From an optimization exercise on the open Yosys and OpenROAD flow, aimed at small area and a short achievable clock period; shortcuts taken in it are not production practice. At most, simulation tests tie the RTL to the original design; equivalence was not proved. The RTL of run 3 was laid out without a check of its function. No activity file was given, so power comes from the tool's default toggle rates.

$ cat flow/constraint.sdc
create_clock -name core_clock -period 12.0 [get_ports {clk}]
set_input_delay 2.4000 -clock core_clock [delete_from_list [all_inputs] [get_ports {clk}]]
set_output_delay 2.4000 -clock core_clock [all_outputs]
set_load 0.01 [all_outputs]
$ cat flow/flow/run.sh
#!/bin/bash
# Standard ORFS layout (the standard.sh, unchanged synthesis), with a tighter setup
# target for timing repair and plain buffers on the ports. Full make output goes to
# flow_make.log in the work folder; ORFS's per-step logs stay under orfs/logs.
set -euo pipefail
bash standard.sh \
  SETUP_SLACK_MARGIN=${MARGIN:-8.5} \
  TNS_END_PERCENT=100 \
  "BUFFER_PORTS_ARGS=-buffer_cell sky130_fd_sc_hd__buf_1" \
  finish > flow_make.log 2>&1
$ cat flow/config.mk
export PLATFORM = sky130hd
export DESIGN_NAME = fp_result_drain_top
export DESIGN_NICKNAME = fp_result_drain_top
export VERILOG_FILES = /design/flow/design.v
export SDC_FILE = /design/flow/constraint.sdc
export NUM_CORES = 4
export LEC_CHECK = 0
export CAP_MARGIN = 20
export CORE_MARGIN = 2
export CORE_UTILIZATION = 60
export SLEW_MARGIN = 20
$ cat flow/standard.sh
#!/bin/bash
# synth_recipe.tcl (not shown) runs the flow's synth.tcl, then flattens the netlist and writes it again
# the make line also repeats each setting of config.mk as NAME=value (left out here)
make -C /OpenROAD-flow-scripts/flow DESIGN_CONFIG=/design/flow/config.mk WORK_HOME=/design/flow/orfs CLKGATE_MAP_FILE= SYNTH_SCRIPT=/design/flow/synth_recipe.tcl "${@:-finish}"
$ cat flow/design.v
module fp_result_drain #(
  parameter int BIT_VEC_SIZE = 128,
  parameter int BIT_VEC_SIZE_LOG = 7,
  parameter int INPUTS = 2,
  parameter int FIFO_DEPTH = 4,
  parameter int LANE_W = (INPUTS > 1) ? $clog2(INPUTS) : 1
) (
  input logic clk,
  input logic rst,
  input logic [INPUTS-1:0][BIT_VEC_SIZE-1:0] in,
  input logic [INPUTS-1:0] valid_in,
  output logic [BIT_VEC_SIZE_LOG-1:0] id_out,
  output logic [LANE_W-1:0] lane_out,
  output logic last_out,
  output logic valid_out,
  input logic ready_in,
  output logic overflow,
  output logic busy,
  output logic [BIT_VEC_SIZE_LOG:0] count_out,
  output logic count_valid
);
  localparam int N = BIT_VEC_SIZE;
  localparam int LG = BIT_VEC_SIZE_LOG;
  logic [1:0][3:0][N-1:0] mem_q;
  logic [1:0][3:0] wp_q, rp_q;    
  logic [1:0][3:0] t_q;           
  logic rr_q;
  logic emit_q, has_q, last_q, cv_q, ovf_q, busy_q, lane_q;
  logic [LG-1:0] id_q;
  logic [N-1:0] rest_q;
  logic [LG:0] cnt_q;
  logic load_q, sel_q;
  logic [1:0] pop_q;
  logic [1:0][3:0] rs_q;    
  logic srest_q;            
  logic [1:0][3:0] ws_q;    
  logic [1:0] we, push;
  logic [1:0][3:0] t_d, wp_d, rp_d;
  logic [1:0] ne_d, full_d;
  logic rr_d, emit_d, any_d, load_d, sel_d, fin, upd, adv;
  logic [1:0] pop_d;
  logic [1:0][3:0] rs_d, ws_d;
  always_comb begin
    fin = emit_q & (~has_q | (ready_in & last_q));
    emit_d = load_q | (emit_q & ~fin);
    rr_d = load_q ? ~sel_q : rr_q;
    for (int l = 0; l < 2; l++) begin
      we[l] = ~t_q[l][3] | pop_q[l];
      push[l] = valid_in[l] & we[l];
      case ({push[l], pop_q[l]})
        2'b10: t_d[l] = {t_q[l][2:0], 1'b1};
        2'b01: t_d[l] = {1'b0, t_q[l][3:1]};
        default: t_d[l] = t_q[l];
      endcase
      wp_d[l] = push[l] ? {wp_q[l][2:0], wp_q[l][3]} : wp_q[l];
      rp_d[l] = pop_q[l] ? {rp_q[l][2:0], rp_q[l][3]} : rp_q[l];
      ne_d[l] = t_d[l][0];
      full_d[l] = t_d[l][3];
    end
    any_d = ne_d[0] | ne_d[1];
    load_d = ~emit_d & any_d;
    sel_d = ne_d[rr_d] ? rr_d : ~rr_d;
    for (int l = 0; l < 2; l++) begin
      pop_d[l] = load_d & (sel_d == l[0]);
      rs_d[l] = rp_d[l] & {4{pop_d[l]}};
      ws_d[l] = wp_d[l] & {4{~full_d[l] | pop_d[l]}};
    end
  end
  for (genvar l = 0; l < 2; l++) begin : g_lane
    for (genvar k = 0; k < 4; k++) begin : g_slot
      always_ff @(posedge clk)
        mem_q[l][k] <= (in[l] & {N{ws_q[l][k]}}) | (mem_q[l][k] & {N{~ws_q[l][k]}});
    end
  end
  logic [N-1:0] src;
  always_comb begin
    src = rest_q & {N{srest_q}};
    for (int l = 0; l < 2; l++)
      for (int k = 0; k < 4; k++)
        src = src | (mem_q[l][k] & {N{rs_q[l][k]}});
  end
  logic [N-1:0] pl [0:LG];
  assign pl[0] = src;
  for (genvar k = 0; k < LG; k++) begin : g_pfx
    for (genvar i = 0; i < N; i++) begin : g_bit
      if (i & (1 << k)) begin : g_or
        assign pl[k+1][i] = pl[k][i] | pl[k][((i >> k) << k) - 1];
      end else begin : g_pass
        assign pl[k+1][i] = pl[k][i];
      end
    end
  end
  logic [N-1:0] clr;
  assign clr = src & {pl[LG][N-2:0], 1'b0};
  logic [N-1:0] ta [0:LG];
  logic [N-1:0] tm [0:LG];
  logic [N-1:0][LG-1:0] tx [0:LG];
  assign ta[0] = src;
  assign tm[0] = '0;
  assign tx[0] = '0;
  for (genvar j = 0; j < LG; j++) begin : g_tree
    for (genvar i = 0; i < (N >> (j + 1)); i++) begin : g_node
      logic al, ar;
      assign al = ta[j][2*i];
      assign ar = ta[j][2*i+1];
      assign ta[j+1][i] = al | ar;
      assign tm[j+1][i] = tm[j][2*i] | tm[j][2*i+1] | (al & ar);
      if (j == 0) begin : g_leaf
        assign tx[j+1][i] = {{(LG-1){1'b0}}, ~al};
      end else begin : g_inner
        assign tx[j+1][i] = al ? tx[j][2*i] : (tx[j][2*i+1] | LG'(1 << j));
      end
    end
    for (genvar i = (N >> (j + 1)); i < N; i++) begin : g_unused
      assign ta[j+1][i] = 1'b0;
      assign tm[j+1][i] = 1'b0;
      assign tx[j+1][i] = '0;
    end
  end
  logic any, multi;
  logic [LG-1:0] idx;
  assign any = ta[LG][0];
  assign multi = tm[LG][0];
  assign idx = tx[LG][0];
  assign upd = load_q | ready_in;
  assign adv = has_q & ready_in;
  always_ff @(posedge clk) begin
    rest_q <= (clr & {N{upd}}) | (rest_q & {N{~upd}});
    if (upd) begin
      id_q <= idx;
      last_q <= ~multi;
    end
    if (load_q) lane_q <= sel_q;
    if (load_q) cnt_q <= '0;
    else if (adv) cnt_q <= cnt_q + 1'b1;
  end
  always_ff @(posedge clk or negedge rst) begin
    if (!rst) begin
      emit_q <= 1'b0;
      has_q <= 1'b0;
      cv_q <= 1'b0;
      ovf_q <= 1'b0;
      busy_q <= 1'b0;
      rr_q <= 1'b0;
      wp_q <= {4'b0001, 4'b0001};
      rp_q <= {4'b0001, 4'b0001};
      t_q <= '0;
      load_q <= 1'b0;
      sel_q <= 1'b0;
      pop_q <= '0;
      rs_q <= '0;
      srest_q <= 1'b0;
      ws_q <= {4'b0001, 4'b0001};
    end else begin
      emit_q <= emit_d;
      has_q <= load_q ? any : (has_q & ~(ready_in & last_q));
      cv_q <= fin;
      ovf_q <= ovf_q | (valid_in[0] & ~we[0]) | (valid_in[1] & ~we[1]);
      busy_q <= any_d | emit_d;
      rr_q <= rr_d;
      wp_q <= wp_d;
      rp_q <= rp_d;
      t_q <= t_d;
      load_q <= load_d;
      sel_q <= sel_d;
      pop_q <= pop_d;
      rs_q <= rs_d;
      srest_q <= emit_d;
      ws_q <= ws_d;
    end
  end
  assign valid_out = has_q;
  assign id_out = id_q;
  assign lane_out = lane_q;
  assign last_out = last_q;
  assign overflow = ovf_q;
  assign busy = busy_q;
  assign count_out = cnt_q;
  assign count_valid = cv_q;
endmodule
module fp_result_drain_top (
  input  logic         clk,
  input  logic         rst,
  input  logic [255:0] in_vec,
  input  logic [1:0]   valid_in,
  input  logic         ready_in,
  output logic [6:0]   id_out,
  output logic         lane_out,
  output logic         last_out,
  output logic         valid_out,
  output logic         overflow,
  output logic         busy,
  output logic [7:0]   count_out,
  output logic         count_valid
);
  fp_result_drain #(.BIT_VEC_SIZE(128), .BIT_VEC_SIZE_LOG(7), .INPUTS(2), .FIFO_DEPTH(4))
    u_drain (
      .clk(clk), .rst(rst), .in(in_vec), .valid_in(valid_in), .id_out(id_out),
      .lane_out(lane_out), .last_out(last_out), .valid_out(valid_out), .ready_in(ready_in),
      .overflow(overflow), .busy(busy), .count_out(count_out), .count_valid(count_valid)
    );
endmodule
==> impl_metrics.toml, run 1 <==
[floorplan]
core_um2 = 77600
start_util_pct = 60.6
die_w_um = 284
ioPinCount = 282
rows = 102
dieArea_um2 = 80700
die_y_um = 284

[yosys]
ys_types = 76
synthTopCellsByArea = "edfxtp_1 74%, a22oi_1 4.5%, a221oi_2 3.6%"
synth_nets = 2974
synthFlopType = "edfxtp_1"
ys_seq_elements = 1219
synthesis.area_um2 = 47000
yosysSeqAreaShare_pct = 77.1
avgSynthCellArea_um2 = 17.4
yosysTopAreaCell = "edfxtp_1"
ys_async_sr_fraction_pct = 4.10
synth_warnings = 5
synth_top_area_share_pct = 74.0
synth_cells = 2708
synth_edf_count = 1160

[drt]
via_count = 32000
drt_iter0_markers = 5393
wl_per_cell_um = 35.8
vias_per_cell = 7.08
ant_nets = 0
routed_wl_um = 162000
drc = 0
dr.pass1.iters = 6

[timing]
period_share_pct = 31.7
finalClockSkew_ps = 36.5
finalCriticalPeriod_ps = 3810
worst_pin_slew_ps = 1080
setup_violations = 0
drv_slew = 0
fmax_ghz = 0.263
slew_headroom_pct = 28.2
rsz0062_at_grt = "true"
hold_ws_ps = 456
final.setup.tns_ps = 0
hold_viol_final = 0

[grt]
grt_pass1_vias = 31200
grt-ovfl-total = 0
antenna_found_initial = 15
grt_use_total_pct = 39.1
grt_pass1_wl_um = 225000
grt_max_degree = 76

[critical_path]
endpoint_kind = "output pin"
cp_max_fo = 1
crit_path_cell_trace = "buf_1"
worst_path_max_delay_cell = "edfxtp_1"
arrival_ps = 1410
critPathLaunchType = "register"
path_buf_inv = 1
cpLargestDelayFamily = "flip-flops"
crit_type = "register to output pin"
critPathMaxStageDelay_ps = 520
cp.required_ps = 9600

[worst_hold_path]
hold_path.class = "register to register"

[pwr]
p_leak_nw = 19.6
powerDensity_nw_per_um2 = 209
peakVddDrop_uv = 184
pwr-share-clk_pct = 29.9
p_switching_w = 0.00385
p_seq_share_pct = 42.0
swShare_pct = 31.4
p_int_w = 0.00844
p_comb_share_pct = 28.2

[cts]
cts_max_path_buffers = 3
clk-insertion-delay-late_ps = 710
cts_buffers = 116
cts_root_buffer = "clkbuf_16"
ctsHoldBuffers = 0
cts_tree = "done"
htreeDepth = 3
cts.reportedPaths.clkPinSlew_ps = 70
cts.sinks = 1219

[cells_and_area]
seq_area_um2 = 36300
nNetsFinal = 3636
layout.cells.non_filler = 4518
multi_input_area_um2 = 11600
drive_gt1_share_pct = 26.2
final_util_pct = 75.7
fillers = 4661
area_delta_synth_final_pct = 24.8

[run_status]
outcome = "timing/DRC/antenna clean"

[placed_design]
port_buffers = 281
numPlacedInstances = 3976
gp_congestion = 0.940
dpl.hpwl_um = 86000

[flow_run]
max-cap-violations = 0
==> cell type report <==
cell class	count	share of cell area (%)
Multi-Input combinational cell	1331	19.8
Clock buffer	149	5.39
Tap cell	1040	2.22
Sequential cell	1219	61.9
Clock inverter	67	1.12
Timing Repair Buffer	676	9.30
Antenna cell	10	0.0426
Inverter	26	0.198
==> synth_stat cells, types with 6 or more instances <==
cell         n
edfxtp_1  1160
a22oi_1    279
nand3_1    138
a222oi_1   128
nand2_1    120
nor2_1     116
a221oi_2   113
a21oi_1     85
buf_2       65
dfrtp_1     44
buf_6       38
o22ai_1     34
o21ai_0     31
nand4_1     27
inv_1       26
a31oi_1     20
and2_1      19
nor2b_1     19
a21boi_0    17
a221oi_1    14
clkbuf_1    12
buf_1       11
nand2b_1    11
o211ai_1    11
nand4_2     10
a221o_1      9
and3_1       9
dfxtp_1      9
nor4_1       9
mux2_2       8
nor3_1       7
buf_4        6
dfstp_2      6
nor4_4       6
o31ai_1      6
==> routing by layer <==
metal | track usage (%) | wire (µm) | vias to the layer above
met5 | 0 | 113 | -
li1 | - | - | 12800
met4 | 13.7 | 6520 | 18
met1 | 54.8 | 58300 | 16100
met3 | 8.23 | 21000 | 419
met2 | 61.8 | 75700 | 2607
==> kinds of logic (layout without fill, tap and decap cells) <==
kind of cell / after synthesis / after routing / share of synthesized area, %
DFF: 1219 / 1219 / 77.1
AOI/OAI and AO/OA: 792 / 792 / 14.6
and+or+nand+nor: 520 / 520 / 5.79
buffers and inverters: 158 / 918 / 2.09
muxes: 8 / 8 / 0.191
xor gates and xnor gates: 6 / 6 / 0.112
adders and majority gates: 5 / 5 / 0.133
other: 0 / 10 / 0
==> path summary, 6_finish.rpt <==
check,start,to,slack (ps),cells after the start
max,u_drain.id_q[4],id_out[4],8190,1
min,u_drain.sel_q,u_drain.lane_q,460,0
max reg2reg,u_drain.rs_q[2],register,8200,17
min reg2reg,u_drain.sel_q,u_drain.lane_q,460,0
max in group asynchronous,rst,u_drain.ws_q[1],9640,2
min in group asynchronous,rst,u_drain.sel_q,1820,2
==> power by group through the flow <==
stage	logic, W	clock network, W	registers, W
5_1_grt	0.00358	0.00386	0.00516
3_3_place_gp	0.00226	0	0.00526
6_report	0.00346	0.00367	0.00516
3_5_place_dp	0.00226	0	0.00526
4_1_cts	0.00309	0.00368	0.00515
2_1_floorplan	0.00143	0	0.00514
==> worst register-to-register path, cell delays in order (launching register included) <==
cell and delay, ps:
dfrtp_4 520, buf_16 180, buf_16 180, buf_4 140, a222oi_1 300, nand3_1 130
a221oi_2 250, buf_4 230, nand4_1 90, buf_4 170, nor4_4 340, nand4_4 150
buf_6 160, buf_6 120, nor3_4 160, buf_6 160, and4_4 210, a21oi_2 50
==> stage by stage <==
stage	power, W	area (µm²)	setup WS (ps)
floorplan	0.00657	47200	8180
global placement	0.00752	49300	6730
detailed placement	0.00751	49300	6560
CTS	0.0119	57400	8200
global route	0.0126	58700	8100
finish	0.0123	58700	8190
==> placed cells by master (no fill, tap or decap), types with 18 or more instances in the layout <==
master and count:
dfrtp_1 28, buf_16 23, nand3_1 135, a221oi_2 39
buf_1 261, nor2_1 84, o22ai_1 34, buf_6 45
a21oi_2 23, a22oi_1 274, a21oi_1 60, clkbuf_1 26
a221oi_4 84, edfxtp_1 1160, buf_12 36, clkinv_1 21
inv_1 22, clkbuf_16 125, nand2_1 110, a222oi_1 128
nor2_4 21, a31oi_1 18, nand4_1 27, buf_4 285
o21ai_0 28
==> repair_timing <==
action	in CTS	in global routing
gates cloned	19	3
setup endpoints to repair	215	202
gates resized for setup	300	120
pin swaps	86	84
setup buffers	212	82
==> run 2, diff against run 1 <==
--- a/flow/config.mk
+++ b/flow/config.mk
@@ -10,2 +10,5 @@
 export CORE_UTILIZATION = 60
+export CTS_BUF_LIST = sky130_fd_sc_hd__clkbuf_8
+export CTS_CLUSTER_DIAMETER = 50
+export CTS_CLUSTER_SIZE = 16
 export SLEW_MARGIN = 20
==> run 2 against run 1 <==
Cell area decreased by 2.8%. Combinational power about the same. Hold slack got worse by 3.4 ps. Sequential power about the same. Area after synthesis unchanged. Setup slack got worse by 74 ps. Via count decreased by 1.1%. Core utilization decreased by 2.1 points. Flip-flop and latch count unchanged. Count of clock-buffer cells in the layout decreased by 35. Die area unchanged. Register-to-register slack got worse by 40 ps. Critical endpoint is now id_out[2]. Largest cell class unchanged.
==> impl_metrics.toml, run 2 <==
[timing]
hold_ws_ps = 452
final.setup.tns_ps = 0
period_share_pct = 32.3
fmax_ghz = 0.258
rsz0062_at_grt = "true"
finalClockSkew_ps = 79.2
drv_slew = 0
slew_headroom_pct = 28.0
hold_viol_final = 0
finalCriticalPeriod_ps = 3880
worst_pin_slew_ps = 1080
setup_violations = 0

[drt]
drc = 0
wl_per_cell_um = 35.5
drt_iter0_markers = 5330
routed_wl_um = 159000
vias_per_cell = 7.07
via_count = 31600
dr.pass1.iters = 10
ant_nets = 0

[floorplan]
dieArea_um2 = 80700
die_w_um = 284
rows = 102
die_y_um = 284
ioPinCount = 282
core_um2 = 77600
start_util_pct = 60.6

[yosys]
avgSynthCellArea_um2 = 17.4
yosysMostFrequentCell = "edfxtp_1"
yosysSeqAreaShare_pct = 77.1
ys_async_sr_fraction_pct = 4.10
synth_top_area_share_pct = 74.0
synth_edf_count = 1160
synthFlopType = "edfxtp_1"
yosysTopAreaCell = "edfxtp_1"
synth_nets = 2974
synth_warnings = 5
synth_cells = 2708
synthesis.area_um2 = 47000
ys_types = 76
ys_seq_elements = 1219
synth_common_cells = "1,160 x edfxtp_1, 279 x a22oi_1, 138 x nand3_1, 128 x a222oi_1, 120 x nand2_1"
synthTopCellsByArea = "edfxtp_1 74%, a22oi_1 4.5%, a221oi_2 3.6%"

[critical_path]
critPathLaunchType = "register"
crit_path_cell_trace = "buf_1"
worst_path_max_delay_cell = "edfxtp_1"
cpLargestDelayFamily = "flip-flops"
endpoint_kind = "output pin"
arrival_ps = 1480
critPathMaxStageDelay_ps = 500
cp.required_ps = 9600
crit_type = "register to output pin"
cp_max_fo = 1
path_buf_inv = 1

[cells_and_area]
seq_area_um2 = 36300
layout.cells.non_filler = 4470
final_util_pct = 73.5
nNetsFinal = 3598
drive_gt1_share_pct = 26.3
area_delta_synth_final_pct = 21.3
fillers = 4897
layout_common_cells = "1,160 x edfxtp_1, 277 x a22oi_1, 262 x buf_1"
layout.cells.most_common = "edfxtp_1"
multi_input_area_um2 = 11700

[placed_design]
gp_congestion = 0.940
dpl.hpwl_um = 86000
numPlacedInstances = 3976
port_buffers = 281

[worst_hold_path]
hold_path.class = "register to register"

[cts]
htreeDepth = 3
clk-insertion-delay-late_ps = 800
cts_buffers = 112
cts.reportedPaths.clkPinSlew_ps = 90
cts_max_path_buffers = 3
cts.sinks = 1219
cts_root_buffer = "clkbuf_8"
ctsHoldBuffers = 0
cts_tree = "done"

[pwr]
peakVddDrop_uv = 133
p_leak_nw = 18.8
power.total_w = 0.0114
powerDensity_nw_per_um2 = 200

[grt]
antenna_found_initial = 21
grt_use_total_pct = 38.5
met1_usage_pct = 53.5
grt-ovfl-total = 0
grt_use_met3_pct = 8.34
grt.busiest_layer = "met2"
grt_pass1_wl_um = 222000
grt_use_met2_pct = 60.6
grt_pass1_vias = 31000
grt_max_degree = 76

[run_status]
outcome = "timing/DRC/antenna clean"

[flow_run]
max-cap-violations = 0
==> run 2: cell types whose count changed in the layout (fill, tap and decap cells not counted), moves of 8 or more <==
| cell | before | now |
|---|---|---|
| inv_6 | 3 | 14 |
| clkbuf_16 | 125 | 5 |
| a21oi_1 | 60 | 50 |
| a21oi_2 | 23 | 34 |
| clkinv_1 | 21 | 8 |
| clkbuf_1 | 26 | 0 |
| buf_12 | 36 | 28 |
| clkbuf_8 | 1 | 114 |
| buf_4 | 285 | 257 |
==> run 2: per-stage QoR <==
step	setup WS [ps]	area, µm²
CTS	8120	56100
global placement	6730	49300
finish	8120	57100
detailed placement	6560	49300
floorplan	8180	47200
global route	8070	57100
==> run 2: worst min-delay path, cell delays in order, from the launching register on <==
cell and delay [ps]:
dfxtp_1 330, inv_1 50, nor2_1 30
==> run 2: cell type report <==
type | instances | share of cell area, %
Sequential cell | 1219 | 63.7
Multi-Input combinational cell | 1331 | 20.5
Timing Repair Buffer | 642 | 8.81
Clock buffer | 114 | 2.75
Tap cell | 1040 | 2.28
Clock inverter | 88 | 1.79
Inverter | 26 | 0.178
Antenna cell | 10 | 0.0439
==> run 2: kinds of logic (layout without fill, tap and decap cells) <==
logic type / Yosys count / after routing / synth area share (%)
adders and majority gates: 5 / 5 / 0.133
and+or+nand+nor: 520 / 520 / 5.79
DFF: 1219 / 1219 / 77.1
other: 0 / 10 / 0
AOI/OAI and AO/OA: 792 / 792 / 14.6
muxes: 8 / 8 / 0.191
buffers and inverters: 158 / 870 / 2.09
xor gates and xnor gates: 6 / 6 / 0.112
==> run 2: timing repair <==
| item | 4_1_cts | 5_1_grt |
|---|---|---|
| buffers inserted | 209 | 54 |
| endpoints found under the setup margin | 215 | 138 |
| resized for setup | 328 | 93 |
| pin swaps | 103 | 72 |
| gates cloned | 14 | 5 |
==> run 2: power by group <==
part	leakage, nW	total (W)	internal, W	switching (W)
logic	6.18	0.00345	0.00135	0.00210
clock network	1.31	0.00280	0.00127	0.00152
registers	11.3	0.00514	0.00496	0.000179
==> run 2: worst paths after layout <==
check                                   from                end  slack (ps)  cells after the start
setup / recovery             u_drain.id_q[2]          id_out[2]        8120                      1
hold / removal             u_drain.rest_q[0]  u_drain.rest_q[0]         450                      2
setup reg to reg             u_drain.rs_q[0]           register        8160                     16
hold reg to reg            u_drain.rest_q[0]  u_drain.rest_q[0]         450                      2
max in group asynchronous                rst    u_drain.rs_q[5]        9740                      2
min in group asynchronous                rst    u_drain.ws_q[6]        1740                      2
==> run 2: per-layer routing <==
layer	share of wire (%)	wire length (µm)	vias up
li1	-	-	12700
met1	36	57600	16000
met3	12	19600	412
met4	4.5	7070	20
met5	0.087	138	-
met2	47	74300	2436
==> run 3, diff against run 2 <==
--- a/flow/design.v
+++ b/flow/design.v
@@ -24,4 +24,4 @@
   logic [1:0][3:0][N-1:0] mem_q;
-  logic [1:0][3:0] wp_q, rp_q;    
-  logic [1:0][3:0] t_q;           
+  logic [1:0][1:0] wp_q, rp_q;
+  logic [1:0][2:0] n_q;
   logic rr_q;
@@ -36,4 +36,5 @@
   logic [1:0][3:0] ws_q;    
-  logic [1:0] we, push;
-  logic [1:0][3:0] t_d, wp_d, rp_d;
+  logic [1:0] full, we, push;
+  logic [1:0][2:0] n_d;
+  logic [1:0][1:0] wp_d, rp_d;
   logic [1:0] ne_d, full_d;
@@ -47,13 +48,10 @@
     for (int l = 0; l < 2; l++) begin
-      we[l] = ~t_q[l][3] | pop_q[l];
+      full[l] = n_q[l][2];
+      we[l] = ~full[l] | pop_q[l];
       push[l] = valid_in[l] & we[l];
-      case ({push[l], pop_q[l]})
-        2'b10: t_d[l] = {t_q[l][2:0], 1'b1};
-        2'b01: t_d[l] = {1'b0, t_q[l][3:1]};
-        default: t_d[l] = t_q[l];
-      endcase
-      wp_d[l] = push[l] ? {wp_q[l][2:0], wp_q[l][3]} : wp_q[l];
-      rp_d[l] = pop_q[l] ? {rp_q[l][2:0], rp_q[l][3]} : rp_q[l];
-      ne_d[l] = t_d[l][0];
-      full_d[l] = t_d[l][3];
+      n_d[l] = n_q[l] + {2'b0, push[l]} - {2'b0, pop_q[l]};
+      wp_d[l] = wp_q[l] + {1'b0, push[l]};
+      rp_d[l] = rp_q[l] + {1'b0, pop_q[l]};
+      ne_d[l] = n_d[l] != 3'd0;
+      full_d[l] = n_d[l][2];
     end
@@ -64,4 +62,6 @@
       pop_d[l] = load_d & (sel_d == l[0]);
-      rs_d[l] = rp_d[l] & {4{pop_d[l]}};
-      ws_d[l] = wp_d[l] & {4{~full_d[l] | pop_d[l]}};
+      for (int k = 0; k < 4; k++) begin
+        rs_d[l][k] = pop_d[l] & (rp_d[l] == k[1:0]);
+        ws_d[l][k] = (~full_d[l] | pop_d[l]) & (wp_d[l] == k[1:0]);
+      end
     end
@@ -144,5 +144,5 @@
       rr_q <= 1'b0;
-      wp_q <= {4'b0001, 4'b0001};
-      rp_q <= {4'b0001, 4'b0001};
-      t_q <= '0;
+      wp_q <= '0;
+      rp_q <= '0;
+      n_q <= '0;
       load_q <= 1'b0;
@@ -162,3 +162,3 @@
       rp_q <= rp_d;
-      t_q <= t_d;
+      n_q <= n_d;
       load_q <= load_d;
--- a/flow/flow/run.sh
+++ b/flow/flow/run.sh
@@ -8,3 +8,3 @@
   TNS_END_PERCENT=100 \
-  "BUFFER_PORTS_ARGS=-buffer_cell sky130_fd_sc_hd__buf_1" \
+  "BUFFER_PORTS_ARGS=-buffer_cell sky130_fd_sc_hd__buf_2" \
   finish > flow_make.log 2>&1
--- a/flow/config.mk
+++ b/flow/config.mk
@@ -10,5 +10,2 @@
 export CORE_UTILIZATION = 60
-export CTS_BUF_LIST = sky130_fd_sc_hd__clkbuf_8
-export CTS_CLUSTER_DIAMETER = 50
-export CTS_CLUSTER_SIZE = 16
 export SLEW_MARGIN = 20
==> run 3 against run 2 <==
Critical path depth is 14 higher. Largest power group is now combinational logic. Cell area grew 2.2%. Critical path type is now input pin to register. Largest cell class unchanged. Die area is 2.7% lower. Via count rose by 2.0%. Still clean. Sequential share of layout area shrank 1.8 points. Count of clock-buffer cells in the layout increased by 20.
==> impl_metrics.toml, run 3 <==
[drt]
via_count = 32300
vias_per_cell = 7.25
ant_nets = 0
wl_per_cell_um = 36.8
drc = 0
drt_iter0_markers = 5629
routed_wl_um = 164000
dr.pass1.iters = 9

[worst_hold_path]
hold_path.class = "register to register"

[floorplan]
ioPinCount = 282
die_y_um = 280
start_util_pct = 60.4
dieArea_um2 = 78500
rows = 101
die_w_um = 280
core_um2 = 75700

[cells_and_area]
area_delta_synth_final_pct = 27.5
layout.cells.most_common = "edfxtp_1"
stdcell_area_um2 = 58300
nNetsFinal = 3637
layout_common_cells = "1,160 x edfxtp_1, 320 x buf_4, 268 x a22oi_1, 268 x buf_2, 135 x nand3_1"
drive_gt1_share_pct = 34.6

[yosys]
ys_async_sr_fraction_pct = 3.31
ys_seq_elements = 1209
ys_types = 69
yosysMostFrequentCell = "edfxtp_1"
synth_cells = 2659
synth_warnings = 5
yosysSeqAreaShare_pct = 78.7
synth_top_area_share_pct = 76.1
avgSynthCellArea_um2 = 17.2
synthFlopType = "edfxtp_1"
synth_nets = 2931
synthTopCellsByArea = "edfxtp_1 76%, a22oi_1 4.5%, a222oi_1 2.8%"
yosysTopAreaCell = "edfxtp_1"
synth_common_cells = "1,160 x edfxtp_1, 272 x a22oi_1, 138 x nand3_1, 128 x a222oi_1, 120 x nor2_1"
synth_edf_count = 1160
synthesis.area_um2 = 45800

[placed_design]
pre_cts_ws_ps = 6430
postPlaceCellArea_um2 = 48700
dpl.hpwl_um = 87200
port_buffers = 281
gp_congestion = 0.982

[critical_path]
critPathLaunchType = "input pin"
crit_path_frequent_cell = "buf_6"
cp.required_ps = 12620
arrival_ps = 4610
crit_type = "input pin to register"
cpLargestDelayFamily = "buffers and inverters"
critPathMaxStageDelay_ps = 330
cp_max_fo = 3
worst_path_max_delay_cell = "fa_2"
crit_path_cell_trace = "buf_6, a21boi_4, ha_2, inv_2, fa_2, xor2_1, xnor2_1, nand3b_1, buf_6, o21ai_4, nand2_2, buf_4, buf_6, buf_4, nor3_2"
path_buf_inv = 6
endpoint_kind = "register"

[cts]
cts_root_buffer = "clkbuf_16"
htreeDepth = 3
cts_tree = "done"
cts_buffers = 114
ctsHoldBuffers = 0
clk-insertion-delay-late_ps = 710
cts_max_path_buffers = 3
cts.sinks = 1209
cts.reportedPaths.clkPinSlew_ps = 60

[timing]
drv_slew = 0
setup_violations = 0
rsz0062_at_grt = "true"
fmax_ghz = 0.251
period_share_pct = 33.2
final.setup.tns_ps = 0
slew_headroom_pct = 23.6
finalCriticalPeriod_ps = 3980
hold_viol_final = 0
setup_slack_ps = 8020
finalClockSkew_ps = 27.8
worst_pin_slew_ps = 1150
hold_ws_ps = 451

[pwr]
p_leak_nw = 20.4
swShare_pct = 42.1
powerDensity_nw_per_um2 = 345
peakVddDrop_uv = 286
p_seq_share_pct = 32.3
p_comb_share_pct = 50.0
pwr-share-clk_pct = 17.7
p_switching_w = 0.00848
p_int_w = 0.0117

[grt]
grt_pass1_vias = 30600
grt_pass1_wl_um = 223000
grt_use_total_pct = 40.4
antenna_found_initial = 16
grt-ovfl-total = 0
grt_max_degree = 75

[run_status]
outcome = "timing/DRC/antenna clean"

[flow_run]
max-cap-violations = 0
==> run 3: area by class of cell <==
cell class	instances	area (µm²)
sequential	1209	36100
fill	4325	17400
multi-input combinational	1285	10800
timing repair buffer	725	6330
clock buffer	134	2990
tap	978	1220
clock inverter	81	722
inverter	30	119
antenna	7	17.5
==> run 3: worst reg2reg max path: cells and delay by family (launching register included) <==
| kind | cells | cell delay (ps) |
|---|---|---|
| and+or+nand+nor | 6 | 1370 |
| DFF | 1 | 590 |
| AOI/OAI and AO/OA | 3 | 800 |
| buffers and inverters | 5 | 880 |
==> run 3: metrics by stage <==
step                      total power [W]  std cells  utilization [%]
final                              0.0201       4449             77.1
after global routing               0.0205       4447             77.1
after CTS                          0.0189       4346             75.1
after detailed placement           0.0133       3908             64.3
after global placement             0.0132       3908             64.3
after floorplan                    0.0101       2659                -
==> run 3: final timing paths <==
kind	start	endpoint	slack (ps)	cells past startpoint
setup / recovery	valid_in[0]	u_drain.rs_q[6]	8020	15
hold / removal	u_drain.sel_q	u_drain.lane_q	450	0
setup reg to reg	u_drain.rs_q[5]	register	8090	14
hold reg to reg	u_drain.sel_q	u_drain.lane_q	450	0
max in group asynchronous	rst	u_drain.rs_q[1]	9850	1
min in group asynchronous	rst	u_drain.has_q	1690	1
==> run 3: cell families (layout without fill, tap and decap cells) <==
| kind of cell | after synthesis | count (layout) | share of synthesized area (%) |
|---|---|---|---|
| mux | 2 | 2 | 0.0438 |
| fa+ha+maj | 13 | 13 | 0.377 |
| other cells | 0 | 7 | 0 |
| buf+inv | 165 | 970 | 1.88 |
| compound gates | 757 | 757 | 13.0 |
| xor+xnor | 15 | 15 | 0.287 |
| flops | 1209 | 1209 | 78.7 |
| simple gates | 498 | 498 | 5.65 |
==> run 3: layer usage <==
| layer | vias to the layer above | share of wire [%] | wire length, µm | GRT usage [%] |
|---|---|---|---|---|
| li1 | 12700 | - | - | - |
| met3 | 465 | 14 | 22500 | 9.93 |
| met4 | 16 | 4.6 | 7470 | 14.7 |
| met2 | 2819 | 46 | 76100 | 63.0 |
| met5 | - | 0.055 | 90 | 0 |
| met1 | 16200 | 35 | 57600 | 56.1 |
==> run 3: power by group through the flow <==
| stage | clock network [W] | logic (W) | registers, W |
|---|---|---|---|
| floorplan | 0 | 0.00364 | 0.00642 |
| global placement | 0 | 0.00664 | 0.00658 |
| detailed placement | 0 | 0.00668 | 0.00660 |
| CTS | 0.00356 | 0.00887 | 0.00646 |
| global route | 0.00373 | 0.0103 | 0.00653 |
| finish | 0.00357 | 0.0101 | 0.00650 |
==> run 3: timing repair <==
action                                  CTS  global route
pin swaps                               133           111
cloned                                   23             9
setup buffers                           200            87
endpoints found under the setup margin  173           157
gates resized for setup                 386           120
==> run 4, diff against run 3 <==
--- a/flow/design.v
+++ b/flow/design.v
@@ -24,4 +24,4 @@
   logic [1:0][3:0][N-1:0] mem_q;
-  logic [1:0][1:0] wp_q, rp_q;
-  logic [1:0][2:0] n_q;
+  logic [1:0][3:0] wp_q, rp_q;    
+  logic [1:0][3:0] t_q;           
   logic rr_q;
@@ -36,5 +36,4 @@
   logic [1:0][3:0] ws_q;    
-  logic [1:0] full, we, push;
-  logic [1:0][2:0] n_d;
-  logic [1:0][1:0] wp_d, rp_d;
+  logic [1:0] we, push;
+  logic [1:0][3:0] t_d, wp_d, rp_d;
   logic [1:0] ne_d, full_d;
@@ -48,10 +47,13 @@
     for (int l = 0; l < 2; l++) begin
-      full[l] = n_q[l][2];
-      we[l] = ~full[l] | pop_q[l];
+      we[l] = ~t_q[l][3] | pop_q[l];
       push[l] = valid_in[l] & we[l];
-      n_d[l] = n_q[l] + {2'b0, push[l]} - {2'b0, pop_q[l]};
-      wp_d[l] = wp_q[l] + {1'b0, push[l]};
-      rp_d[l] = rp_q[l] + {1'b0, pop_q[l]};
-      ne_d[l] = n_d[l] != 3'd0;
-      full_d[l] = n_d[l][2];
+      case ({push[l], pop_q[l]})
+        2'b10: t_d[l] = {t_q[l][2:0], 1'b1};
+        2'b01: t_d[l] = {1'b0, t_q[l][3:1]};
+        default: t_d[l] = t_q[l];
+      endcase
+      wp_d[l] = push[l] ? {wp_q[l][2:0], wp_q[l][3]} : wp_q[l];
+      rp_d[l] = pop_q[l] ? {rp_q[l][2:0], rp_q[l][3]} : rp_q[l];
+      ne_d[l] = t_d[l][0];
+      full_d[l] = t_d[l][3];
     end
@@ -62,6 +64,4 @@
       pop_d[l] = load_d & (sel_d == l[0]);
-      for (int k = 0; k < 4; k++) begin
-        rs_d[l][k] = pop_d[l] & (rp_d[l] == k[1:0]);
-        ws_d[l][k] = (~full_d[l] | pop_d[l]) & (wp_d[l] == k[1:0]);
-      end
+      rs_d[l] = rp_d[l] & {4{pop_d[l]}};
+      ws_d[l] = wp_d[l] & {4{~full_d[l] | pop_d[l]}};
     end
@@ -126,11 +126,19 @@
   assign adv = has_q & ready_in;
-  always_ff @(posedge clk) begin
+  always_ff @(posedge clk)
     rest_q <= (clr & {N{upd}}) | (rest_q & {N{~upd}});
-    if (upd) begin
-      id_q <= idx;
-      last_q <= ~multi;
-    end
-    if (load_q) lane_q <= sel_q;
-    if (load_q) cnt_q <= '0;
-    else if (adv) cnt_q <= cnt_q + 1'b1;
+  always_ff @(posedge clk or negedge rst) begin
+    if (!rst) begin
+      id_q <= '0;
+      last_q <= 1'b0;
+      lane_q <= 1'b0;
+      cnt_q <= '0;
+    end else begin
+      if (upd) begin
+        id_q <= idx;
+        last_q <= ~multi;
+      end
+      if (load_q) lane_q <= sel_q;
+      if (load_q) cnt_q <= '0;
+      else if (adv) cnt_q <= cnt_q + 1'b1;
+    end
   end
@@ -144,5 +152,5 @@
       rr_q <= 1'b0;
-      wp_q <= '0;
-      rp_q <= '0;
-      n_q <= '0;
+      wp_q <= {4'b0001, 4'b0001};
+      rp_q <= {4'b0001, 4'b0001};
+      t_q <= '0;
       load_q <= 1'b0;
@@ -162,3 +170,3 @@
       rp_q <= rp_d;
-      n_q <= n_d;
+      t_q <= t_d;
       load_q <= load_d;
==> flow/flow/run.sh (replaced) <==
#!/bin/bash
# Standard ORFS layout (the standard.sh, unchanged synthesis) with:
# - a tighter setup target for timing repair (SETUP_SLACK_MARGIN),
# - plain buf_1 cells as the port buffers,
# - a clock tree of clkbuf_8 cells, small sink clusters, no dummy loads.
# Full make output goes to flow_make.log in the work folder; ORFS's per-step logs stay
# under orfs/logs.
set -euo pipefail
MARGIN=8.2
TNS=100
CTS="-sink_clustering_enable -repair_clock_nets -buf_list sky130_fd_sc_hd__clkbuf_8"
CTS="$CTS -sink_clustering_size 16 -sink_clustering_max_diameter 50 -dont_use_dummy_load"
bash standard.sh \
  SETUP_SLACK_MARGIN=$MARGIN \
  TNS_END_PERCENT=$TNS \
  "BUFFER_PORTS_ARGS=-buffer_cell sky130_fd_sc_hd__buf_1" \
  "CTS_ARGS=$CTS" \
  finish > flow_make.log 2>&1
==> run 4 against run 3 <==
First-iteration DRC count down 6.9%. Critical path type is now register to register. Cell area down 5.1%. Sequential power down 23%. Critical path depth unchanged. Via count down 4.6%. Die area up 2.9%. Largest power group is now sequential cells. Clock skew up 76 ps. Non-clock buffer count down 120. Sequential share of layout area up 3.8 points. Clock power down 42%. Hold slack better by 21 ps. Global-route usage down 2.6 points.
==> impl_metrics.toml, run 4 <==
[cells_and_area]
drive_gt1_share_pct = 21.2
fillers = 5010
layout.cells.most_common = "edfxtp_1"
area_delta_synth_final_pct = 17.6
nNetsFinal = 3557
multi_input_area_um2 = 11300
layout_common_cells = "1,151 x edfxtp_1, 277 x buf_1, 267 x a22oi_1"
seq_area_um2 = 36300

[timing]
finalCriticalPeriod_ps = 3940
drv_slew = 0
final.setup.tns_ps = 0
fmax_ghz = 0.254
finalClockSkew_ps = 104
slew_headroom_pct = 28.5
worst_pin_slew_ps = 1070
setup_violations = 0
hold_viol_final = 0
period_share_pct = 32.8
rsz0062_at_grt = "true"

[drt]
vias_per_cell = 7.09
ant_nets = 0
drt_iter0_markers = 5243
via_count = 30800
dr.pass1.iters = 8
routed_wl_um = 156000
wl_per_cell_um = 35.9
drc = 0

[cts]
cts_tree = "done"
cts_buffers = 108
cts.sinks = 1219
htreeDepth = 3
cts_max_path_buffers = 3
cts_root_buffer = "clkbuf_8"
cts.reportedPaths.clkPinSlew_ps = 100
clk-insertion-delay-late_ps = 790

[pwr]
p_int_w = 0.00661
p_leak_nw = 17.9
pwr-share-clk_pct = 21.9
p_switching_w = 0.00280
p_seq_share_pct = 53.1
power.total_w = 0.00941
p_comb_share_pct = 24.9
peakVddDrop_uv = 131
powerDensity_nw_per_um2 = 170
swShare_pct = 29.7

[yosys]
synthesis.area_um2 = 47100
ys_seq_elements = 1219
ys_types = 77
synth_warnings = 5
synthFlopType = "edfxtp_1"
yosysSeqAreaShare_pct = 77.0
avgSynthCellArea_um2 = 17.4
yosysMostFrequentCell = "edfxtp_1"
synth_common_cells = "1,151 x edfxtp_1, 272 x a22oi_1, 134 x nand3_1, 128 x a222oi_1, 121 x nand2_1"
ys_async_sr_fraction_pct = 5.50
synth_nets = 2973
yosysTopAreaCell = "edfxtp_1"
synth_top_area_share_pct = 73.4
synth_cells = 2707
synthTopCellsByArea = "edfxtp_1 73%, a22oi_1 4.3%, dfrtp_1 3.2%"
synth_edf_count = 1151

[floorplan]
ioPinCount = 282
die_y_um = 284
dieArea_um2 = 80700
start_util_pct = 60.7
rows = 102
core_um2 = 77600
die_w_um = 284

[critical_path]
cp.required_ps = 12560
crit_path_cell_trace = "buf_16, buf_12, buf_16, a22oi_2, nand3_2, a221oi_4, buf_12, nand4_4, buf_4, nor2_2, nand2_1, nor2_1, nor4b_1, a22oi_1, o21ai_1"
critPathMaxStageDelay_ps = 590
worst_path_max_delay_cell = "dfrtp_4"
arrival_ps = 4500
cp_max_fo = 23
crit_type = "register to register"
cpLargestDelayFamily = "simple AND/OR/NAND/NOR gates"
critPathLaunchType = "register"
path_buf_inv = 5
endpoint_kind = "register"

[grt]
grt_max_degree = 68
grt_pass1_wl_um = 217000
antenna_found_initial = 18
grt_use_total_pct = 37.8
grt_pass1_vias = 30100
grt-ovfl-total = 0

[worst_hold_path]
hold_path.class = "register to register"

[placed_design]
dpl.hpwl_um = 86300
port_buffers = 281
gp_congestion = 0.956

[flow_run]
max-cap-violations = 0

[run_status]
outcome = "timing/DRC/antenna clean"
-- run 4: changes by cell type after synthesis, moves of 21 or more --
cell      change
buf_2        +25
nand2_1      +28
a221oi_1     -88
o21ai_0      +21
clkbuf_1     -33
a221oi_2     +78
dfrtp_1      +23
-- run 4: final timing paths --
kind | endpoint | cells after the start | slack (ps) | start
max | u_drain.id_q[0] | 15 | 8060 | u_drain.emit_q
min | u_drain.rest_q[0] | 1 | 470 | u_drain.rest_q[0]
max reg2reg | u_drain.id_q[0] | 15 | 8060 | u_drain.emit_q
min reg2reg | u_drain.rest_q[0] | 1 | 470 | u_drain.rest_q[0]
max in group asynchronous | u_drain.last_q | 1 | 9400 | rst
min in group asynchronous | u_drain.rs_q[5] | 1 | 1780 | rst
-- run 4: repair_timing --
item / CTS / global route
hold endpoints to repair: 0 / 0
hold buffers: 0 / 0
pin swaps: 49 / 51
setup endpoints to repair: 135 / 71
resized for setup: 220 / 79
gates cloned: 13 / 5
buffers inserted: 171 / 64
-- run 4: per-layer routing --
layer  vias up  part of all wire [%]  track usage (%)
met1     15600                    37             52.7
met5         -                 0.025                0
li1      12500                     -                -
met4         6                   4.0             13.5
met3       337                    11             7.05
met2      2330                    48             60.5
-- run 4: per-stage QoR --
stage / instances / hold WS [ps] / cell area, µm² / utilization [%] / setup WS (ps)
global placement: 3968 / 455 / 49200 / 63.4 / 6560
detailed placement: 3968 / 453 / 49200 / 63.4 / 6450
global route: 4340 / 499 / 55300 / 71.3 / 7990
finish: 4343 / 471 / 55300 / 71.3 / 8060
CTS: 4260 / 472 / 54300 / 69.9 / 8200
floorplan: 2707 / 431 / 47100 / - / 8210
-- run 4: cells by family after synthesis --
group / Yosys count / share of synthesized area [%]
and+or+nand+nor: 525 / 5.96
adders and majority gates: 5 / 0.133
DFF: 1219 / 77.0
muxes: 10 / 0.237
AOI/OAI and AO/OA: 776 / 14.3
buffers and inverters: 165 / 2.22
xor gates and xnor gates: 7 / 0.130
-- run 4: worst register-to-register path: cells and delay by family, from the launching register on --
family,cells,cell delay (ps)
DFF,1,590
buffers and inverters,5,930
AOI/OAI and AO/OA,4,820
and+or+nand+nor,6,1350
-- run 4: power groups by stage --
stage | Combinational, W | Sequential (W) | Clock [W]
finish | 0.00234 | 0.00500 | 0.00206
global route | 0.00243 | 0.00501 | 0.00223
CTS | 0.00216 | 0.00500 | 0.00207
detailed placement | 0.00167 | 0.00509 | 0
global placement | 0.00166 | 0.00509 | 0
floorplan | 0.000983 | 0.00503 | 0
-- run 4: cell type report --
type                       count  area share (%)
sequential                  1219            65.7
multi-input combinational   1323            20.4
timing repair buffer         605            8.55
clock buffer                 108            2.69
tap                         1040            2.35
inverter                      33           0.271
antenna                       14          0.0633
timing repair inverter         1          0.0294
==> run 5, diff against run 4 <==
--- a/flow/flow/run.sh
+++ b/flow/flow/run.sh
@@ -8,4 +8,4 @@
 set -euo pipefail
-MARGIN=8.2
-TNS=100
+MARGIN=8.8
+TNS=0
 CTS="-sink_clustering_enable -repair_clock_nets -buf_list sky130_fd_sc_hd__clkbuf_8"
--- a/flow/config.mk
+++ b/flow/config.mk
@@ -9,3 +9,3 @@
 export CORE_MARGIN = 2
-export CORE_UTILIZATION = 60
+export CORE_UTILIZATION = 70
 export SLEW_MARGIN = 20
==> run 5 against run 4 <==
Fmax increased by 0.83%. Total power down 0.29%. Core utilization is 11 points higher. Hold slack better by 9.5 ps. Register-to-register slack gained 30 ps. Clock power down 4%. Flip-flop and latch count stayed put. Sequential share of layout area up 0.64 points. Via count rose by 3.9%. Setup slack better by 33 ps. Critical path type unchanged. Largest cell class unchanged. Highest routed layer unchanged.
==> impl_metrics.toml, run 5 <==
[run_status]
outcome = "timing/DRC/antenna clean"

[cts]
cts_root_buffer = "clkbuf_8"
clk-insertion-delay-late_ps = 770
cts_tree = "done"
cts.sinks = 1219
cts_buffers = 98
ctsHoldBuffers = 0
htreeDepth = 3
cts.reportedPaths.clkPinSlew_ps = 70
cts_max_path_buffers = 3

[pwr]
peakVddDrop_uv = 146
powerDensity_nw_per_um2 = 171
p_leak_nw = 17.7

[yosys]
synth_top_area_share_pct = 73.4
synth_cells = 2707
synth_edf_count = 1151
ys_types = 77
ys_seq_elements = 1219
avgSynthCellArea_um2 = 17.4
synth_nets = 2973
synth_warnings = 5
synthFlopType = "edfxtp_1"
yosysMostFrequentCell = "edfxtp_1"
yosysTopAreaCell = "edfxtp_1"
yosysSeqAreaShare_pct = 77.0
synthesis.area_um2 = 47100
ys_async_sr_fraction_pct = 5.50
synth_common_cells = "1,151 x edfxtp_1, 272 x a22oi_1, 134 x nand3_1, 128 x a222oi_1, 121 x nand2_1"
synthTopCellsByArea = "edfxtp_1 73%, a22oi_1 4.3%, dfrtp_1 3.2%"

[cells_and_area]
stdcell_area_um2 = 54800
layout_common_cells = "1,151 x edfxtp_1, 278 x buf_1, 268 x a22oi_1"
area_delta_synth_final_pct = 16.4
drive_gt1_share_pct = 20.7
layout.cells.most_common = "edfxtp_1"
final_util_pct = 81.9
nNetsFinal = 3538

[grt]
antenna_found_initial = 15
grt_pass1_vias = 30600
grt_use_total_pct = 42.0
grt_max_degree = 68
grt_pass1_wl_um = 208000
grt-ovfl-total = 0

[worst_hold_path]
hold_path.class = "register to register"
min_to = "u_drain.wp_q[0]"
min_path_cells = 2
hold_start = "u_drain.wp_q[0]"

[critical_path]
arrival_ps = 4340
critPathLaunchType = "register"
worst_path_max_delay_cell = "dfrtp_4"
r2r_slack_ps = 8090
endpoint_kind = "register"
crit_type = "register to register"
path_buf_inv = 5
r2r-start = "u_drain.rs_q[3]"
reg2reg_depth = 13
critPathMaxStageDelay_ps = 580
crit_path_cell_trace = "buf_16, clkbuf_16, a222oi_1, nand3_1, a221oi_4, nand4_4, nor4_4, buf_4, nand4_4, buf_12, buf_4, nor3_1, a21oi_1"
cp_max_fo = 9
cp.required_ps = 12430
cpLargestDelayFamily = "simple AND/OR/NAND/NOR gates"

[drt]
drc = 0
wl_per_cell_um = 37.1
routed_wl_um = 154000
vias_per_cell = 7.68
dr.pass1.iters = 12
drt_iter0_markers = 6426
ant_nets = 0
via_count = 32000

[placed_design]
gp_congestion = 0.969
postPlaceCellArea_um2 = 49000
dpl.hpwl_um = 84400
pre_cts_ws_ps = 6560
port_buffers = 281

[timing]
finalClockSkew_ps = 96.3
period_share_pct = 32.6
setup_slack_ps = 8090
worst_pin_slew_ps = 1090
rsz0062_at_grt = "true"
slew_headroom_pct = 27.0
finalCriticalPeriod_ps = 3910
hold_viol_final = 0
fmax_ghz = 0.256
final.setup.tns_ps = 0
drv_slew = 0
setup_violations = 0

[floorplan]
ioPinCount = 282
start_util_pct = 70.3
rows = 95
die_y_um = 263
core_um2 = 66900
die_w_um = 263
dieArea_um2 = 69300

[flow_run]
max-cap-violations = 0
[run 5: cell counts after synthesis]
No cell type changed its count.
[run 5: kinds of logic after synthesis]
kind of cell | Yosys count | share of synthesized area, %
AOI/OAI and AO/OA | 776 | 14.3
xor gates and xnor gates | 7 | 0.130
adders and majority gates | 5 | 0.133
buffers and inverters | 165 | 2.22
DFF | 1219 | 77.0
muxes | 10 | 0.237
and+or+nand+nor | 525 | 5.96
[run 5: timing repair]
action	in CTS	in global routing
resized for setup	207	61
pin swaps	29	78
endpoints found under the setup margin	298	291
buffers inserted	129	103
gates cloned	9	9
[run 5: worst max path at each step]
stage,end,from,cells after the start
final,register,u_drain.rs_q[3],13
after global routing,u_drain.last_q,u_drain.rs_q[3],13
after CTS,valid_out,u_drain.has_q,1
after detailed placement,u_drain.id_q[3],u_drain.rs_q[2],11
after global placement,u_drain.id_q[3],u_drain.rs_q[2],11
after floorplan,u_drain.ws_q[5],valid_in[0],10
[run 5: stage by stage]
stage                     hold WS, ps  power (W)  std cells
after floorplan                   431    0.00603       2707
after detailed placement          452    0.00675       3794
final                             481    0.00938       4161
after CTS                         472    0.00900       4030
after global placement            450    0.00672       3794
after global routing              502    0.00958       4153
[run 5: cell type report]
type,count,area (µm²)
inverters,33,150
fillers,3229,12100
diodes,18,45.0
repair inverters,1,16.3
multi-input cells,1323,11300
flip-flops and latches,1219,36300
repair buffers,596,4480
well taps,873,1090
clock buffers,98,1350
[run 5: report_power, final]
group          leakage (nW)  internal [W]  switching (W)  total, W
clock network         0.705      0.000728        0.00124   0.00197
registers              11.3       0.00488       0.000134   0.00501
logic                  5.66      0.000961        0.00144   0.00240
total                  17.7       0.00656        0.00282   0.00938
[run 5: metal layers]
| metal | up-vias | global-route usage, % | part of all wire [%] |
|---|---|---|---|
| li1 | 12400 | - | - |
| met1 | 15600 | 57.1 | 33 |
| met2 | 3285 | 66.6 | 47 |
| met3 | 623 | 7.86 | 14 |
| met4 | 6 | 21.1 | 6.1 |
| met5 | - | 0 | 0.029 |
[run 5: worst register-to-register path, cell delays in order, from the launching register on]
cell,delay (ps)
dfrtp_4,580
buf_16,210
clkbuf_16,200
a222oi_1,360
nand3_1,180
a221oi_4,350
nand4_4,230
nor4_4,260
buf_4,180
nand4_4,160
buf_12,200
buf_4,160
nor3_1,400
a21oi_1,140
==> run 6, diff against run 5 <==
--- a/flow/flow/run.sh
+++ b/flow/flow/run.sh
@@ -8,3 +8,3 @@
 set -euo pipefail
-MARGIN=8.8
+MARGIN=8.0
 TNS=0
--- a/flow/config.mk
+++ b/flow/config.mk
@@ -9,3 +9,3 @@
 export CORE_MARGIN = 2
-export CORE_UTILIZATION = 70
+export CORE_UTILIZATION = 60
 export SLEW_MARGIN = 20
==> run 6 against run 5 <==
Register-to-register slack lost 120 ps. Area after synthesis is the same. Sequential power is essentially flat. Die area grew 16%. Setup slack lost 120 ps. Sequential share of layout area grew 1.8 points. Global-route usage shrank 6.2 points. Synthesized cell count is the same. Fmax shrank 3.0%. Wire length shrank 3.8%. Critical path type unchanged. Largest power group unchanged.
==> impl_metrics.toml, run 6 <==
[timing]
drv_slew = 0
worst_pin_slew_ps = 1190
finalCriticalPeriod_ps = 4030
slew_headroom_pct = 20.5
fmax_ghz = 0.248
hold_viol_final = 0
finalClockSkew_ps = 89.0
setup_violations = 0
rsz0062_at_grt = "true"
period_share_pct = 33.6
final.setup.tns_ps = 0

[cells_and_area]
nNetsFinal = 3455
layout_common_cells = "1,151 x edfxtp_1, 280 x buf_1, 271 x a22oi_1"
layout.cells.most_common = "edfxtp_1"
drive_gt1_share_pct = 16.8
area_delta_synth_final_pct = 13.3
final_util_pct = 68.7

[grt]
grt_pass1_vias = 29500
grt_pass1_wl_um = 208000
grt_max_degree = 135
met1_usage_pct = 51.0
antenna_found_initial = 13
grt.busiest_layer = "met2"
grt_use_met3_pct = 5.84
grt_use_total_pct = 35.9
grt_use_met2_pct = 58.2
grt-ovfl-total = 0

[critical_path]
crit_type = "register to register"
r2r-start = "u_drain.rs_q[2]"
critPathLaunchType = "register"
arrival_ps = 4480
reg2reg_depth = 13
endpoint_kind = "register"
cp_max_fo = 28
r2r_slack_ps = 7970
cp.required_ps = 12460

[pwr]
p_leak_nw = 17.0
powerDensity_nw_per_um2 = 172
peakVddDrop_uv = 130

[floorplan]
start_util_pct = 60.7
dieArea_um2 = 80700
ioPinCount = 282
die_w_um = 284
rows = 102
core_um2 = 77600
die_y_um = 284

[drt]
ant_nets = 0
via_count = 30000
dr.pass1.iters = 13
routed_wl_um = 149000
wl_per_cell_um = 35.0
drc = 0
vias_per_cell = 7.07
drt_iter0_markers = 5125

[worst_hold_path]
min_to = "u_drain.wp_q[3]"
hold_path.class = "register to register"
min_path_cells = 2
hold_start = "u_drain.wp_q[2]"

[yosys]
synthesis.area_um2 = 47100
avgSynthCellArea_um2 = 17.4
yosysTopAreaCell = "edfxtp_1"
synth_common_cells = "1,151 x edfxtp_1, 272 x a22oi_1, 134 x nand3_1, 128 x a222oi_1, 121 x nand2_1"
synth_warnings = 5
synth_top_area_share_pct = 73.4
yosysSeqAreaShare_pct = 77.0
synth_edf_count = 1151
yosysMostFrequentCell = "edfxtp_1"
synthFlopType = "edfxtp_1"
synth_cells = 2707
ys_async_sr_fraction_pct = 5.50
ys_seq_elements = 1219
synthTopCellsByArea = "edfxtp_1 73%, a22oi_1 4.3%, dfrtp_1 3.2%"
synth_nets = 2973
ys_types = 77

[placed_design]
port_buffers = 281
dpl.hpwl_um = 86400
gp_congestion = 0.941

[run_status]
outcome = "timing/DRC/antenna clean"

[cts]
cts_root_buffer = "clkbuf_8"
cts_tree = "done"
cts_max_path_buffers = 3
cts.sinks = 1219
htreeDepth = 3
cts.reportedPaths.clkPinSlew_ps = 80
clk-insertion-delay-late_ps = 780
ctsHoldBuffers = 0
cts_buffers = 113

[flow_run]
max-cap-violations = 0
[run 6: metrics by stage]
step | setup slack (ps) | cells | cell area, µm² | hold WS [ps] | power [W]
finish | 7970 | 4238 | 53300 | 490 | 0.00917
global route | 7830 | 4237 | 53300 | 517 | 0.00946
CTS | 7930 | 4152 | 52200 | 488 | 0.00899
detailed placement | 6750 | 3977 | 49200 | 477 | 0.00677
global placement | 6930 | 3977 | 49200 | 456 | 0.00676
floorplan | 7960 | 2707 | 47100 | 431 | 0.00601
[run 6: how the worst max path moves through the flow]
stage,startpoint,endpoint
2_1_floorplan,valid_in[0],u_drain.ws_q[1]
3_3_place_gp,u_drain.rs_q[3],register
3_5_place_dp,u_drain.rs_q[3],register
4_1_cts,u_drain.rs_q[3],register
5_1_grt,u_drain.rs_q[4],register
6_report,u_drain.rs_q[2],register
[run 6: cells by family after synthesis]
kind of cell	share of synthesized area [%]
flops	77.0
compound gates	14.3
simple gates	5.96
buf+inv	2.22
mux	0.237
xor+xnor	0.130
fa+ha+maj	0.133
[run 6: worst max-delay path: stages, from the launching register on]
cell       delay, ps
dfrtp_4          630
buf_4            220
clkbuf_16        250
a22oi_1          220
nand3_1          140
a221oi_4         300
nand4_2          250
nor4_4           300
buf_4            190
buf_4            200
nand2_4          160
or3_1            460
nor3_1           240
a21oi_1          110
[run 6: per-layer routing]
metal	share of wire, %	wire, µm
met1	38	56300
met2	49	72700
met3	10	15300
met4	2.8	4180
met5	0.0088	13
[run 6: layout make-up]
class	instances	area, µm²
clock buffers	113	1560
inverters	33	150
multi-input cells	1323	10600
flip-flops and latches	1219	36300
well taps	1040	1300
fillers	5334	24300
diodes	11	27.5
repair buffers	499	3360
[run 6: where the power goes]
group | internal [W] | switching [W] | total (W)
logic | 0.000780 | 0.00128 | 0.00206
registers | 0.00488 | 0.000123 | 0.00500
clock network | 0.000833 | 0.00128 | 0.00211
total | 0.00649 | 0.00268 | 0.00917
[run 6: timing repair]
| action | CTS | global route |
|---|---|---|
| resized for setup | 95 | 68 |
| endpoints found under the setup margin | 120 | 96 |
| cloned | 1 | 5 |
| endpoints found under the hold margin | 0 | 0 |
| buffers inserted | 61 | 70 |
| pin swaps | 13 | 22 |
==> run 7, diff against run 6 <==
--- a/flow/flow/run.sh
+++ b/flow/flow/run.sh
@@ -8,3 +8,3 @@
 set -euo pipefail
-MARGIN=8.0
+MARGIN=9.0
 TNS=0
==> run 7 against run 6 <==
Combinational power rose by 8%. Flip-flop and latch count did not move. Wire length rose by 3.7%. Fmax rose by 3.0%. Register-to-register slack improved by 120 ps. Non-clock buffer count rose by 38. Via count rose by 1.8%. Synthesized cell count did not move. Setup slack improved by 120 ps. Highest routed layer unchanged.
==> impl_metrics.toml, run 7 <==
[critical_path]
r2r-start = "u_drain.rs_q[0]"
cp.required_ps = 12590
critPathLaunchType = "register"
r2r-end = "u_drain.last_q"
endpoint = "u_drain.last_q"
startpoint = "u_drain.rs_q[0]"
crit_type = "register to register"
reg2reg_depth = 12
r2r_slack_ps = 8090
arrival_ps = 4500
endpoint_kind = "register"
cp_max_fo = 5

[drt]
wl_met3_um = 17000
ant_nets = 0
routed_wl_um = 154000
drc = 0
wl_per_cell_um = 36.0
via_count = 30500
drt_iter0_markers = 4736
dr.pass1.iters = 8
routed.top_layer = "met5"
routedLengthMet1_um = 56200
met2_length_um = 74200
vias_per_cell = 7.14

[timing]
rsz0062_at_grt = "true"
finalCriticalPeriod_ps = 3910
setup_violations = 0
slew_headroom_pct = 21.9
final.setup.tns_ps = 0
worst_pin_slew_ps = 1170
hold_viol_final = 0
fmax_ghz = 0.256
period_share_pct = 32.6
finalClockSkew_ps = 126
drv_slew = 0

[floorplan]
rows = 102
start_util_pct = 60.7
die_y_um = 284
dieArea_um2 = 80700
die_w_um = 284
core_um2 = 77600
ioPinCount = 282

[flow_run]
max-cap-violations = 0

[cts]
cts_buffers = 111
cts_root_buffer = "clkbuf_8"
cts_max_path_buffers = 3
clk-insertion-delay-late_ps = 780
cts.sinks = 1219
cts_tree = "done"
cts.reportedPaths.clkPinSlew_ps = 70
htreeDepth = 3

[yosys]
synth_edf_count = 1151
synth_common_cells = "1,151 x edfxtp_1, 272 x a22oi_1, 134 x nand3_1, 128 x a222oi_1, 121 x nand2_1"
synthFlopType = "edfxtp_1"
yosysSeqAreaShare_pct = 77.0
synth_cells = 2707
yosysTopAreaCell = "edfxtp_1"
synth_nets = 2973
yosysMostFrequentCell = "edfxtp_1"
synth_top_area_share_pct = 73.4
synthesis.area_um2 = 47100
avgSynthCellArea_um2 = 17.4
synthTopCellsByArea = "edfxtp_1 73%, a22oi_1 4.3%, dfrtp_1 3.2%"
ys_async_sr_fraction_pct = 5.50
ys_seq_elements = 1219
ys_types = 77
synth_warnings = 5

[grt]
grt-ovfl-total = 0
grt_pass1_vias = 30100
grt_use_total_pct = 37.9
grt_max_degree = 68
grt_pass1_wl_um = 218000
antenna_found_initial = 11

[run_status]
outcome = "timing/DRC/antenna clean"

[pwr]
p_leak_nw = 17.4
powerDensity_nw_per_um2 = 171
peakVddDrop_uv = 113
power.total_w = 0.00932

[placed_design]
dpl.hpwl_um = 86600
port_buffers = 281
postPlaceCellArea_um2 = 49300
gp_congestion = 1.02

[cells_and_area]
nNetsFinal = 3492
area_delta_synth_final_pct = 15.5
stdcell_area_um2 = 54400
layout_common_cells = "1,151 x edfxtp_1, 279 x buf_1, 270 x a22oi_1"
layout.cells.most_common = "edfxtp_1"
final_util_pct = 70.1
drive_gt1_share_pct = 18.9

[worst_hold_path]
hold_path.class = "register to register"
run 7: changes by cell type in the layout (fill, tap and decap cells not counted), moves of 5 or more:
cell / previous run / this run
buf_4: 166 / 183
a221oi_4: 63 / 76
a221oi_2: 50 / 39
bufbuf_16: 0 / 10
buf_16: 10 / 19
buf_12: 23 / 28
nor2_1: 110 / 105
nor2_2: 5 / 10
o21ai_1: 9 / 4
run 7: worst max-delay path, stage by stage, from the launching register on:
cell and delay, ps:
dfrtp_4 520, buf_12 190, buf_16 160, buf_4 140
a222oi_1 300, nand3_1 230, a221oi_4 370, o22ai_1 260
nor4_1 480, nand4_1 210, nor4_2 360, nand4_1 160
o41ai_2 340
run 7: cell families after synthesis:
group / synth area share (%)
AOI/OAI and AO/OA: 14.3
DFF: 77.0
adders and majority gates: 0.133
and+or+nand+nor: 5.96
buffers and inverters: 2.22
xor gates and xnor gates: 0.130
muxes: 0.237
run 7: layer usage:
layer	vias up	global-route usage [%]
met5	-	0
met4	2	15.1
met3	349	6.44
met2	2270	60.9
met1	15500	52.3
li1	12400	-
run 7: what timing repair did:
action	4_1_cts	5_1_grt
hold buffers	0	0
endpoints found under the setup margin	301	169
gates resized for setup	182	30
pin swaps	42	27
gates cloned	14	2
buffers inserted	145	22
run 7: worst min path at each step:
stage                           start           endpoint  slack [ps]  cells after the start
global placement    u_drain.rest_q[0]  u_drain.rest_q[0]         460                      1
detailed placement  u_drain.rest_q[0]  u_drain.rest_q[0]         460                      1
CTS                   u_drain.wp_q[4]    u_drain.wp_q[4]         480                      2
global route          u_drain.wp_q[4]    u_drain.wp_q[4]         500                      2
finish                u_drain.wp_q[4]    u_drain.wp_q[4]         480                      2
floorplan           u_drain.rest_q[0]  u_drain.rest_q[0]         430                      1
run 7: stage by stage:
| step | instances | setup slack (ps) | hold slack (ps) |
|---|---|---|---|
| floorplan | 2707 | 8370 | 431 |
| global placement | 3970 | 6620 | 456 |
| detailed placement | 3970 | 6480 | 463 |
| CTS | 4240 | 8190 | 478 |
| global route | 4272 | 7970 | 502 |
| finish | 4275 | 8090 | 482 |
run 7: cell type report:
type	instances	area, µm²
repair inverters	1	16.3
flip-flops and latches	1219	36300
well taps	1040	1300
repair buffers	537	4070
inverters	33	150
multi-input cells	1323	11000
fillers	5202	23200
clock buffers	111	1530
diodes	11	27.5
run 7: power by group:
part,internal (W),switching (W)
logic,0.000860,0.00137
clock network,0.000819,0.00126
registers,0.00488,0.000136
total,0.00656,0.00277

[port drivers added, routing unchanged]
In the flow no input, the clock included, has a driving cell. The finished layouts below were timed again as built, in two steps. Step 1 assumes that a clkbuf_16 drives the clock port and a buf_2 every other input. Step 2 adds t to the input delays and takes it off the output delays; t is the mean of the earliest and latest rising clock arrival at the registers after step 1. Input paths then give back, and output paths get back, about the clock's delay inside the block. Slacks: no drivers / after step 1 / after step 2; pairs: no drivers / after step 1.
| run | shift t [ns] | setup WS [ns] | worst setup path at the end |
|---|---|---|---|
| run 1 | 0.766 | 8.194 / 8.120 / 7.860 | input to register |
| run 2 | 0.837 | 8.120 / 8.048 / 7.707 | input to register |
| run 3 | 0.768 | 8.018 / 8.053 / 7.285 | input to register |
| run 4 | 0.817 | 8.060 / 8.060 / 7.424 | input to register |
| run 5 | 0.782 | 8.092 / 8.092 / 7.433 | input to register |
| run 6 | 0.805 | 7.972 / 7.972 / 7.424 | input to register |
| run 7 | 0.787 | 8.090 / 8.090 / 7.418 | input to register |
After both steps every run listed still meets setup and hold. The setup slack of run 3, which loses most, moves by +0.035 ns with the drivers and by -0.733 ns with both steps.
